This is an optimization exercise on Yosys and OpenROAD, whose aim is small area, not a production implementation.
In this exercise RTL edits were held to simulation tests only and were not proved equivalent to the original.
Power is estimated from default activity; no workload was simulated.

`design/flow/run.sh`:
```
#!/bin/bash
# synth_recipe.tcl (not shown) runs the flow's synth.tcl, then flattens the netlist and writes it again
# the make line also repeats each setting of config.mk as NAME=value (left out here)
make -C /OpenROAD-flow-scripts/flow DESIGN_CONFIG=/design/flow/config.mk WORK_HOME=/design/flow/orfs CLKGATE_MAP_FILE= SYNTH_SCRIPT=/design/flow/synth_recipe.tcl finish
```
`design/flow/config.mk`:
```
export PLATFORM = sky130hd
export DESIGN_NAME = eth_commu_top
export DESIGN_NICKNAME = eth_commu_top
export VERILOG_FILES = /design/flow/design.v
export SDC_FILE = /design/flow/constraint.sdc
export NUM_CORES = 4
export LEC_CHECK = 0
export CAP_MARGIN = 20
export CORE_MARGIN = 2
export CORE_UTILIZATION = 40
export SLEW_MARGIN = 20
```
`design/flow/constraint.sdc`:
```
create_clock -name core_clock -period 12.0 [get_ports {i_clk}]
set_input_delay 2.4000 -clock core_clock [delete_from_list [all_inputs] [get_ports {i_clk}]]
set_output_delay 2.4000 -clock core_clock [all_outputs]
set_load 0.01 [all_outputs]
```
`design/flow/design.v`:
```
package eth_proto_pkg;
	localparam int eth_head_len = 14;
	localparam int ip_head_len = 20;
	localparam int udp_head_len = 8;
	localparam int udp_stack_len = eth_head_len + ip_head_len + udp_head_len;
	localparam int arp_frame_len = 42;
	localparam logic [15:0] ethertype_ipv4 = 16'h0800;
	localparam logic [15:0] ethertype_arp = 16'h0806;
	localparam logic [7:0] ip_ver_ihl = 8'h45;
	localparam logic [7:0] ip_proto_udp = 8'd17;
	localparam logic [7:0] ip_ttl = 8'd128;
	localparam logic [15:0] udp_port = 16'hFEEF;
	localparam logic [5:0] off_dst_mac = 6'd0;
	localparam logic [5:0] off_src_mac = 6'd6;
	localparam logic [5:0] off_ethertype = 6'd12;
	localparam logic [5:0] off_ip_src = 6'd26;
	localparam logic [5:0] off_arp_sender_mac = 6'd22;
	localparam logic [5:0] off_arp_sender_ip = 6'd28;
	localparam logic [15:0] arp_htype_eth = 16'd1;
	localparam logic [7:0] arp_hw_size = 8'd6;
	localparam logic [7:0] arp_proto_size = 8'd4;
	localparam logic [15:0] arp_op_reply = 16'd2;
endpackage
package commu_pkg;
	typedef logic [7:0] byte_t;
	typedef logic [47:0] mac_t;
	typedef logic [31:0] ip_t;
	typedef logic [10:0] len_t;
	localparam mac_t init_local_mac = 48'h02_00_00_00_00_04;
	localparam mac_t init_dest_mac = 48'h02_00_00_00_00_05;
	localparam ip_t init_local_ip = 32'hC0_A8_01_04;
	localparam ip_t init_dest_ip = 32'hC0_A8_01_05;
	localparam byte_t cmd_set_server = 8'd0;
	localparam byte_t cmd_set_local = 8'd1;
	localparam int cmd_len = 6;
	localparam int rx_keep_len = 42 + cmd_len;
	localparam int rx_slots = 4;
	localparam int rx_slot_w = $clog2(rx_slots);
	localparam int rx_ram_depth = rx_slots * rx_keep_len;
	localparam int rx_ram_aw = $clog2(rx_ram_depth);
endpackage
`timescale 1ns/10ps
module tx_frame_sender
(
	input logic i_clk,
	input logic i_rst_n,
	input logic i_trig_send,
	input commu_pkg::len_t i_data_length,
	input commu_pkg::byte_t i_pck_ident,
	input commu_pkg::byte_t i_pck_idx,
	input commu_pkg::byte_t i_cur_byte,
	input commu_pkg::ip_t i_local_ip,
	input commu_pkg::ip_t i_dest_ip,
	input commu_pkg::mac_t i_dest_mac,
	input logic i_arp_req,
	input commu_pkg::ip_t i_arp_ip,
	input commu_pkg::mac_t i_arp_mac,
	output logic o_get_cur_byte,
	output logic o_send_over,
	output logic o_tx_valid,
	output logic o_tx_last,
	output commu_pkg::byte_t o_tx_data
);
	typedef enum logic [2:0]
	{
		st_idle,
		st_head,
		st_ident,
		st_payload,
		st_done,
		st_arp
	} state_t;
	state_t state;
	logic trig_d;
	logic trig_edge;
	logic data_pend;
	logic arp_pend;
	logic take_data;
	logic take_arp;
	logic [5:0] head_cnt;
	commu_pkg::len_t pay_cnt;
	commu_pkg::mac_t peer_mac;
	commu_pkg::ip_t peer_ip;
	commu_pkg::ip_t own_ip;
	logic [15:0] ip_total_len;
	logic [15:0] udp_len;
	logic [19:0] csum_acc;
	logic [16:0] csum_fold;
	logic [15:0] ip_csum;
	logic [8*eth_proto_pkg::udp_stack_len-1:0] udp_head;
	logic [8*eth_proto_pkg::arp_frame_len-1:0] arp_head;
	assign trig_edge = i_trig_send && !trig_d;
	assign take_arp = (state == st_idle) && arp_pend;
	assign take_data = (state == st_idle) && data_pend && !arp_pend;
	assign ip_total_len = 16'(eth_proto_pkg::ip_head_len + eth_proto_pkg::udp_head_len + 2)
		+ 16'(i_data_length);
	assign udp_len = 16'(eth_proto_pkg::udp_head_len + 2) + 16'(i_data_length);
	always_comb
	begin
		csum_acc = 20'({eth_proto_pkg::ip_ver_ihl, 8'h00}) + 20'(ip_total_len)
			+ 20'({eth_proto_pkg::ip_ttl, eth_proto_pkg::ip_proto_udp})
			+ 20'(own_ip[31:16]) + 20'(own_ip[15:0])
			+ 20'(peer_ip[31:16]) + 20'(peer_ip[15:0]);
		csum_fold = 17'(csum_acc[15:0]) + 17'(csum_acc[19:16]);
		ip_csum = ~(csum_fold[15:0] + 16'(csum_fold[16]));
	end
	assign udp_head =
	{
		peer_mac, commu_pkg::init_local_mac, eth_proto_pkg::ethertype_ipv4,
		eth_proto_pkg::ip_ver_ihl, 8'h00, ip_total_len, 32'h0,
		eth_proto_pkg::ip_ttl, eth_proto_pkg::ip_proto_udp, ip_csum, own_ip, peer_ip,
		eth_proto_pkg::udp_port, eth_proto_pkg::udp_port, udp_len, 16'h0000
	};
	assign arp_head =
	{
		peer_mac, commu_pkg::init_local_mac, eth_proto_pkg::ethertype_arp,
		eth_proto_pkg::arp_htype_eth, eth_proto_pkg::ethertype_ipv4,
		eth_proto_pkg::arp_hw_size, eth_proto_pkg::arp_proto_size, eth_proto_pkg::arp_op_reply,
		commu_pkg::init_local_mac, own_ip, peer_mac, peer_ip
	};
	always_ff @(posedge i_clk or negedge i_rst_n)
	begin
		if (!i_rst_n)
		begin
			state <= st_idle;
			trig_d <= 1'b0;
			data_pend <= 1'b0;
			arp_pend <= 1'b0;
			head_cnt <= '0;
			pay_cnt <= '0;
			o_tx_valid <= 1'b0;
			o_tx_last <= 1'b0;
			o_get_cur_byte <= 1'b0;
			o_send_over <= 1'b0;
		end
		else
		begin
			trig_d <= i_trig_send;
			data_pend <= trig_edge || (data_pend && !take_data);
			arp_pend <= i_arp_req || (arp_pend && !take_arp);
			o_tx_valid <= 1'b0;
			o_tx_last <= 1'b0;
			o_get_cur_byte <= 1'b0;
			o_send_over <= 1'b0;
			case (state)
				st_idle:
				begin
					head_cnt <= '0;
					if (take_arp)
						state <= st_arp;
					else if (take_data)
						state <= st_head;
				end
				st_head:
				begin
					o_tx_valid <= 1'b1;
					head_cnt <= head_cnt + 6'd1;
					if (head_cnt == 6'(eth_proto_pkg::udp_stack_len - 1))
					begin
						head_cnt <= '0;
						state <= st_ident;
					end
				end
				st_ident:
				begin
					o_tx_valid <= 1'b1;
					head_cnt <= head_cnt + 6'd1;
					pay_cnt <= 11'd1;
					if (head_cnt == 6'd1)
					begin
						if (i_data_length == '0)
						begin
							o_tx_last <= 1'b1;
							state <= st_done;
						end
						else
							state <= st_payload;
					end
				end
				st_payload:
				begin
					o_tx_valid <= 1'b1;
					o_get_cur_byte <= 1'b1;
					pay_cnt <= pay_cnt + 11'd1;
					if (pay_cnt == i_data_length)
					begin
						o_tx_last <= 1'b1;
						state <= st_done;
					end
				end
				st_done:
				begin
					o_send_over <= 1'b1;
					state <= st_idle;
				end
				st_arp:
				begin
					o_tx_valid <= 1'b1;
					head_cnt <= head_cnt + 6'd1;
					if (head_cnt == 6'(eth_proto_pkg::arp_frame_len - 1))
					begin
						o_tx_last <= 1'b1;
						state <= st_idle;
					end
				end
				default:
					state <= st_idle;
			endcase
		end
	end
	always_ff @(posedge i_clk)
	begin
		if (take_arp)
		begin
			peer_mac <= i_arp_mac;
			peer_ip <= i_arp_ip;
			own_ip <= i_local_ip;
		end
		else if (take_data)
		begin
			peer_mac <= i_dest_mac;
			peer_ip <= i_dest_ip;
			own_ip <= i_local_ip;
		end
		case (state)
			st_head:
				o_tx_data <= udp_head[8*(eth_proto_pkg::udp_stack_len-1-int'(head_cnt)) +: 8];
			st_ident:
				o_tx_data <= (head_cnt == 6'd0) ? i_pck_ident : i_pck_idx;
			st_payload:
				o_tx_data <= i_cur_byte;
			st_arp:
				o_tx_data <= arp_head[8*(eth_proto_pkg::arp_frame_len-1-int'(head_cnt)) +: 8];
			default:
				o_tx_data <= '0;
		endcase
	end
endmodule
`timescale 1ns/10ps
module rx_frame_buffer
(
	input logic i_clk,
	input logic i_rst_n,
	input logic i_rx_dv,
	input commu_pkg::byte_t i_rx_data,
	input logic [5:0] i_slot_addr,
	input logic i_slot_release,
	output logic o_slot_valid,
	output commu_pkg::byte_t o_slot_byte
);
	typedef logic [commu_pkg::rx_ram_aw-1:0] ram_addr_t;
	commu_pkg::byte_t ram [commu_pkg::rx_ram_depth];
	logic [commu_pkg::rx_slot_w:0] wr_slot;
	logic [commu_pkg::rx_slot_w:0] rd_slot;
	logic [5:0] wr_cnt;
	logic rx_dv_d;
	logic capture;
	logic frame_start;
	logic frame_end;
	logic accept;
	logic full;
	logic empty;
	logic wr_en;
	ram_addr_t wr_addr;
	ram_addr_t rd_addr;
	assign frame_start = i_rx_dv && !rx_dv_d;
	assign frame_end = !i_rx_dv && rx_dv_d;
	assign empty = (wr_slot == rd_slot);
	assign full = (wr_slot[commu_pkg::rx_slot_w] != rd_slot[commu_pkg::rx_slot_w])
		&& (wr_slot[commu_pkg::rx_slot_w-1:0] == rd_slot[commu_pkg::rx_slot_w-1:0]);
	assign accept = frame_start ? !full : capture;
	assign wr_en = i_rx_dv && accept && (wr_cnt < 6'(commu_pkg::rx_keep_len));
	assign wr_addr = ram_addr_t'(wr_slot[commu_pkg::rx_slot_w-1:0])
		* ram_addr_t'(commu_pkg::rx_keep_len) + ram_addr_t'(wr_cnt);
	assign rd_addr = ram_addr_t'(rd_slot[commu_pkg::rx_slot_w-1:0])
		* ram_addr_t'(commu_pkg::rx_keep_len) + ram_addr_t'(i_slot_addr);
	always_ff @(posedge i_clk or negedge i_rst_n)
	begin
		if (!i_rst_n)
		begin
			rx_dv_d <= 1'b0;
			capture <= 1'b0;
			wr_cnt <= '0;
			wr_slot <= '0;
			rd_slot <= '0;
		end
		else
		begin
			rx_dv_d <= i_rx_dv;
			if (frame_start)
				capture <= !full;
			if (wr_en)
				wr_cnt <= wr_cnt + 6'd1;
			if (frame_end)
			begin
				capture <= 1'b0;
				wr_cnt <= '0;
				if (capture)
					wr_slot <= wr_slot + 1'b1;
			end
			if (i_slot_release && !empty)
				rd_slot <= rd_slot + 1'b1;
		end
	end
	always_ff @(posedge i_clk)
	begin
		if (wr_en)
			ram[wr_addr] <= i_rx_data;
	end
	assign o_slot_valid = !empty;
	assign o_slot_byte = ram[rd_addr];
endmodule
`timescale 1ns/10ps
module rx_cmd_parser
(
	input logic i_clk,
	input logic i_rst_n,
	input logic i_slot_valid,
	input commu_pkg::byte_t i_slot_byte,
	output logic [5:0] o_slot_addr,
	output logic o_slot_release,
	output commu_pkg::ip_t o_local_ip,
	output commu_pkg::ip_t o_dest_ip,
	output commu_pkg::mac_t o_dest_mac,
	output logic o_arp_req,
	output commu_pkg::ip_t o_arp_ip,
	output commu_pkg::mac_t o_arp_mac,
	output commu_pkg::byte_t o_cmd,
	output logic [31:0] o_param,
	output logic o_cmd_come
);
	typedef enum logic [1:0]
	{
		st_idle,
		st_load,
		st_decide
	} state_t;
	state_t state;
	logic [8*commu_pkg::rx_keep_len-1:0] frame_q;
	commu_pkg::mac_t rx_dst_mac;
	commu_pkg::mac_t rx_src_mac;
	commu_pkg::mac_t rx_arp_mac;
	logic [15:0] rx_ethertype;
	commu_pkg::ip_t rx_ip_src;
	commu_pkg::ip_t rx_arp_ip;
	commu_pkg::byte_t rx_cmd;
	commu_pkg::byte_t rx_check;
	logic [31:0] rx_param;
	logic mac_ok;
	logic do_arp;
	logic do_cmd;
	function automatic int field_lsb(input int offset, input int len);
		field_lsb = 8 * (commu_pkg::rx_keep_len - offset - len);
	endfunction
	assign rx_dst_mac = frame_q[field_lsb(eth_proto_pkg::off_dst_mac, 6) +: 48];
	assign rx_src_mac = frame_q[field_lsb(eth_proto_pkg::off_src_mac, 6) +: 48];
	assign rx_ethertype = frame_q[field_lsb(eth_proto_pkg::off_ethertype, 2) +: 16];
	assign rx_ip_src = frame_q[field_lsb(eth_proto_pkg::off_ip_src, 4) +: 32];
	assign rx_arp_mac = frame_q[field_lsb(eth_proto_pkg::off_arp_sender_mac, 6) +: 48];
	assign rx_arp_ip = frame_q[field_lsb(eth_proto_pkg::off_arp_sender_ip, 4) +: 32];
	assign rx_cmd = frame_q[field_lsb(eth_proto_pkg::udp_stack_len, 1) +: 8];
	assign rx_check = frame_q[field_lsb(eth_proto_pkg::udp_stack_len + 1, 1) +: 8];
	assign rx_param = frame_q[field_lsb(eth_proto_pkg::udp_stack_len + 2, 4) +: 32];
	assign mac_ok = (rx_dst_mac == commu_pkg::init_local_mac) || (&rx_dst_mac);
	assign do_arp = (state == st_decide) && mac_ok
		&& (rx_ethertype == eth_proto_pkg::ethertype_arp);
	assign do_cmd = (state == st_decide) && mac_ok
		&& (rx_ethertype == eth_proto_pkg::ethertype_ipv4) && (rx_check == ~rx_cmd);
	assign o_slot_release = (state == st_decide);
	always_ff @(posedge i_clk or negedge i_rst_n)
	begin
		if (!i_rst_n)
		begin
			state <= st_idle;
			o_slot_addr <= '0;
			o_local_ip <= commu_pkg::init_local_ip;
			o_dest_ip <= commu_pkg::init_dest_ip;
			o_dest_mac <= commu_pkg::init_dest_mac;
			o_arp_req <= 1'b0;
			o_cmd_come <= 1'b0;
		end
		else
		begin
			o_arp_req <= do_arp;
			o_cmd_come <= 1'b0;
			case (state)
				st_idle:
					if (i_slot_valid)
						state <= st_load;
				st_load:
				begin
					o_slot_addr <= o_slot_addr + 6'd1;
					if (o_slot_addr == 6'(commu_pkg::rx_keep_len - 1))
						state <= st_decide;
				end
				st_decide:
				begin
					o_slot_addr <= '0;
					state <= st_idle;
				end
				default:
					state <= st_idle;
			endcase
			if (do_cmd)
			begin
				if (rx_cmd == commu_pkg::cmd_set_local)
					o_local_ip <= rx_param;
				else if (rx_cmd == commu_pkg::cmd_set_server)
				begin
					o_dest_ip <= rx_ip_src;
					o_dest_mac <= rx_src_mac;
				end
				else
					o_cmd_come <= 1'b1;
			end
		end
	end
	always_ff @(posedge i_clk)
	begin
		if (state == st_load)
			frame_q <= {frame_q[8*(commu_pkg::rx_keep_len-1)-1:0], i_slot_byte};
		if (do_arp)
		begin
			o_arp_ip <= rx_arp_ip;
			o_arp_mac <= rx_arp_mac;
		end
		if (do_cmd)
		begin
			o_cmd <= rx_cmd;
			o_param <= rx_param;
		end
	end
endmodule
`timescale 1ns/10ps
module eth_commu_top
(
	input logic i_clk,
	input logic i_rst_n,
	input logic i_trig_send,
	input commu_pkg::len_t i_data_length,
	input commu_pkg::byte_t i_pck_ident,
	input commu_pkg::byte_t i_pck_idx,
	input commu_pkg::byte_t i_cur_byte,
	output logic o_get_cur_byte,
	output logic o_send_over,
	output logic o_tx_valid,
	output logic o_tx_last,
	output commu_pkg::byte_t o_tx_data,
	input logic i_rx_dv,
	input commu_pkg::byte_t i_rx_data,
	output commu_pkg::byte_t o_cmd,
	output logic [31:0] o_param,
	output logic o_cmd_come
);
	commu_pkg::ip_t local_ip;
	commu_pkg::ip_t dest_ip;
	commu_pkg::mac_t dest_mac;
	logic arp_req;
	commu_pkg::ip_t arp_ip;
	commu_pkg::mac_t arp_mac;
	logic slot_valid;
	commu_pkg::byte_t slot_byte;
	logic [5:0] slot_addr;
	logic slot_release;
	tx_frame_sender u_sender
	(
		.i_clk(i_clk),
		.i_rst_n(i_rst_n),
		.i_trig_send(i_trig_send),
		.i_data_length(i_data_length),
		.i_pck_ident(i_pck_ident),
		.i_pck_idx(i_pck_idx),
		.i_cur_byte(i_cur_byte),
		.i_local_ip(local_ip),
		.i_dest_ip(dest_ip),
		.i_dest_mac(dest_mac),
		.i_arp_req(arp_req),
		.i_arp_ip(arp_ip),
		.i_arp_mac(arp_mac),
		.o_get_cur_byte(o_get_cur_byte),
		.o_send_over(o_send_over),
		.o_tx_valid(o_tx_valid),
		.o_tx_last(o_tx_last),
		.o_tx_data(o_tx_data)
	);
	rx_frame_buffer u_rx_buf
	(
		.i_clk(i_clk),
		.i_rst_n(i_rst_n),
		.i_rx_dv(i_rx_dv),
		.i_rx_data(i_rx_data),
		.i_slot_addr(slot_addr),
		.i_slot_release(slot_release),
		.o_slot_valid(slot_valid),
		.o_slot_byte(slot_byte)
	);
	rx_cmd_parser u_parser
	(
		.i_clk(i_clk),
		.i_rst_n(i_rst_n),
		.i_slot_valid(slot_valid),
		.i_slot_byte(slot_byte),
		.o_slot_addr(slot_addr),
		.o_slot_release(slot_release),
		.o_local_ip(local_ip),
		.o_dest_ip(dest_ip),
		.o_dest_mac(dest_mac),
		.o_arp_req(arp_req),
		.o_arp_ip(arp_ip),
		.o_arp_mac(arp_mac),
		.o_cmd(o_cmd),
		.o_param(o_param),
		.o_cmd_come(o_cmd_come)
	);
endmodule
```
==> results.ini <==
[logic_synthesis]
ys_top_cells_by_area=edfxtp_1 70%, mux4_2 13%, dfrtp_1 3.9%
synthCells=4556
ys_ff_latch=2323
synthTopCellsByCount=2,152 x edfxtp_1, 536 x mux4_2, 287 x nor2_1
yosys.area.top_type=edfxtp_1
synth_top_area_share_pct=69.97
postSynth.asyncResetShare_pct=7.017
synth_area_um2=92350
syn_nets=4717
syn_area_per_cell_um2=20.27
synth-main-ff-cell=edfxtp_1
synth_warnings=3
synth_cell_types=92
yosysMostFrequentCell=edfxtp_1
ys_seq_area_share_pct=74.59
synth-edff-count=2152

[place]
dpl.hpwl_um=137500
pre_cts_slack_ns=0.2702
port-buffer-count=99
gp_congestion=0.9297
dpl_cell_area_um2=96950

[drt]
met3_length_um=11910
drt_wl_total_um=220500
top_layer=met4
wl_met1_um=93090
drtPass1Iterations=7
drc=0
num_vias=44262
ant_nets=0
drt_iter0_markers=4167
routedWlPerCell_um=27.68
viasPerCell=5.556
routed-wl-met2_um=109500

[setup_path]
critPathTopFamily=adder cells
worstSetupEndpointType=register
cpMaxStageDelayCell=a2111oi_0
critical_path_buf_inv_count=6
cp.arrival_ns=11.56
critPathMaxStageDelay_ns=0.59
path_class=primary input to register
crit_start=i_data_length[2]
rr_startpoint=u_sender.own_ip[2]
crit_required_ns=12.71
cp_common_cell=ha_1
cp_max_fo=8
startpoint_type=primary input

[sta]
finalClockSkew_ns=0.06920
maxSlewHeadroom_pct=25.47
timing.final.ws_setup_ns=1.142
rsz0062_at_grt=no
fin_crit_ns=10.86
slew_viol_final=0
setup-tns-final_ns=0
fin_crit_sh_pct=90.49
worst_pin_slew_ns=1.118
finalHoldViolations=0
maxClockFrequency_ghz=0.09209
hold_slack_ns=0.3943
setup_violations=0

[floorplan]
ios=100
core_um2=229700
fp.dieH_um=484.5
initial_core_util_pct=40.21
num_rows=176
die_w_um=484.5
die_area_um2=234700

[clock_network]
root_buffer=clkbuf_16
path_clk_slew_ns=0.07
clock-sinks=2323
cts_tree=done
clkLatencyLatePin_ns=0.86
postCtsHoldBufs=0
postCtsSetupBuffers=0
cts_resized=0
numCtsBuffers=230
clockBufferDepth=3
cts-htree-levels=4

[global_routing]
antenna_found_initial=7
grt_overflow=0
grt_start_max_net_pins=159
grt_usage_pct=18.63
grt_pass1_wl_um=321000
grt_pass1_vias=44814

[worst_hold_path]
hold_path.class=register to register
min_from=u_parser.o_local_ip[16]

[cells_and_area]
syn_to_final_growth_pct=13.23
ff_latch_area_um2=68900
nNetsFinal=4893
drive_above_1_share_pct=24.78
multi_input_area_um2=22240
fillCellCount=19165
fin_area_um2=104600

[job]
maxCapViolCount=0

[power]
max-vdd-ir-drop_mv=0.3049
powerDensity_nw_per_um2=263.5
p_leak_nw=33.96

[run_status]
status=timing/DRC/antenna clean

-- where the power goes --
group	switching (mW)	internal, mW	total, mW
combinational	5.75	3.90	9.65
clock	3.07	4.09	7.16
sequential	0.747	10.0	10.7
-- sequential cells by signal (all words and copies together), names as in the netlist, 2 cells and up --
register / flops
u_parser.o_arp_ip: 32
u_parser.o_dest_ip: 32
u_sender.peer_mac: 48
u_parser.o_local_ip: 32
u_rx_buf.wr_slot: 3
u_sender.head_cnt: 6
u_parser.o_cmd: 8
u_parser.frame_q: 384
u_parser.o_arp_mac: 48
u_parser.o_slot_addr: 6
u_sender.own_ip: 32
u_rx_buf.wr_cnt: 6
u_sender.peer_ip: 32
u_parser.o_dest_mac: 48
u_rx_buf.ram: 1536
u_sender.pay_cnt: 11
u_sender.state: 3
u_sender.o_tx_data: 8
u_parser.o_param: 32
u_rx_buf.rd_slot: 3
u_parser.state: 2
-- cell families after synthesis --
| group | after synthesis | share of synthesized area (%) |
|---|---|---|
| DFF | 2323 | 74.59 |
| muxes | 780 | 15.99 |
| and+or+nand+nor | 619 | 3.109 |
| buffers and inverters | 351 | 1.443 |
| AOI/OAI and AO/OA | 286 | 2.149 |
| adders and majority gates | 114 | 1.935 |
| xor gates and xnor gates | 83 | 0.7871 |
-- layout make-up --
class / count / area share (%)
multi-input cells: 1882 / 21.27
inverters: 122 / 0.4379
repair buffers: 173 / 1.539
clock inverters: 154 / 1.494
flip-flops and latches: 2323 / 65.89
diodes: 5 / 0.01196
clock buffers: 282 / 5.740
well taps: 3026 / 3.621
-- stage by stage --
stage,power [mW],utilization (%),cells
floorplan,17.54,-,4556
global placement,20.43,42.21,7525
detailed placement,20.58,42.21,7525
CTS,27.76,45.51,7961
global route,28.82,45.52,7963
finish,27.55,45.53,7967
-- layer usage --
metal | up-vias | global-route usage, %
met5 | - | 0
met3 | 291 | 3.093
met2 | 1377 | 30.69
li1 | 18893 | -
met4 | 0 | 5.574
met1 | 23701 | 25.51
-- worst register-to-register path: cells and delay by family (launching register included) --
kind	cells	cell delay, ns
fa+ha+maj	9	3.03
compound gates	10	2.81
simple gates	8	1.41
flops	1	0.43
xor+xnor	2	0.28
buf+inv	2	0.16
-- cells in the final DEF, fill, tap and decap left out, types with 55 or more instances in the layout --
master              n
a21oi_1            66
buf_4              70
clkbuf_16         231
clkdlybuf4s50_1    90
clkinv_1           57
dfrtp_1           139
edfxtp_1         2152
ha_1               65
inv_1             121
mux2_2            203
mux4_2            536
nand2_1            97
nand3_1            55
nor2_1            284
o21ai_0            57
xnor2_1            55
-- final timing paths --
| path | endpoint | slack [ns] | cells after the start |
|---|---|---|---|
| max | u_sender.o_tx_data[0] | 1.14 | 40 |
| min | u_sender.own_ip[16] | 0.39 | 0 |
| max reg2reg | u_sender.o_tx_data[0] | 3.73 | 31 |
| min reg2reg | u_sender.own_ip[16] | 0.39 | 0 |
| max in group asynchronous | u_parser.o_dest_ip[9] | 8.43 | 3 |
| min in group asynchronous | u_sender.pay_cnt[6] | 1.56 | 1 |

==> static timing again, ports no longer ideal <==
The flow's constraints put no driver on any port. The routed layout listed below was extracted and timed again, unchanged, in two steps.
Step 1 sets driving cells, clkbuf_16 on the clock port and buf_2 on the other inputs (assumed; they add their load-dependent delay and slew).
Step 2, shift: input delay + t, output delay - t, t = (earliest + latest rising clock arrival at the registers) / 2. This alone moves slack from input paths to output paths.
Three values: ideal ports, drivers, drivers and shift; two values: the first two.
shift t [ns]: 0.923
setup WS [ns]: 1.142 / 1.208 / 0.285
slew at the worst register clock pin (ns): 0.07 / 0.07
After both steps setup and hold are still met in this run. For this run, drivers alone change the setup slack by +0.066 ns; drivers and shift together by -0.857 ns.
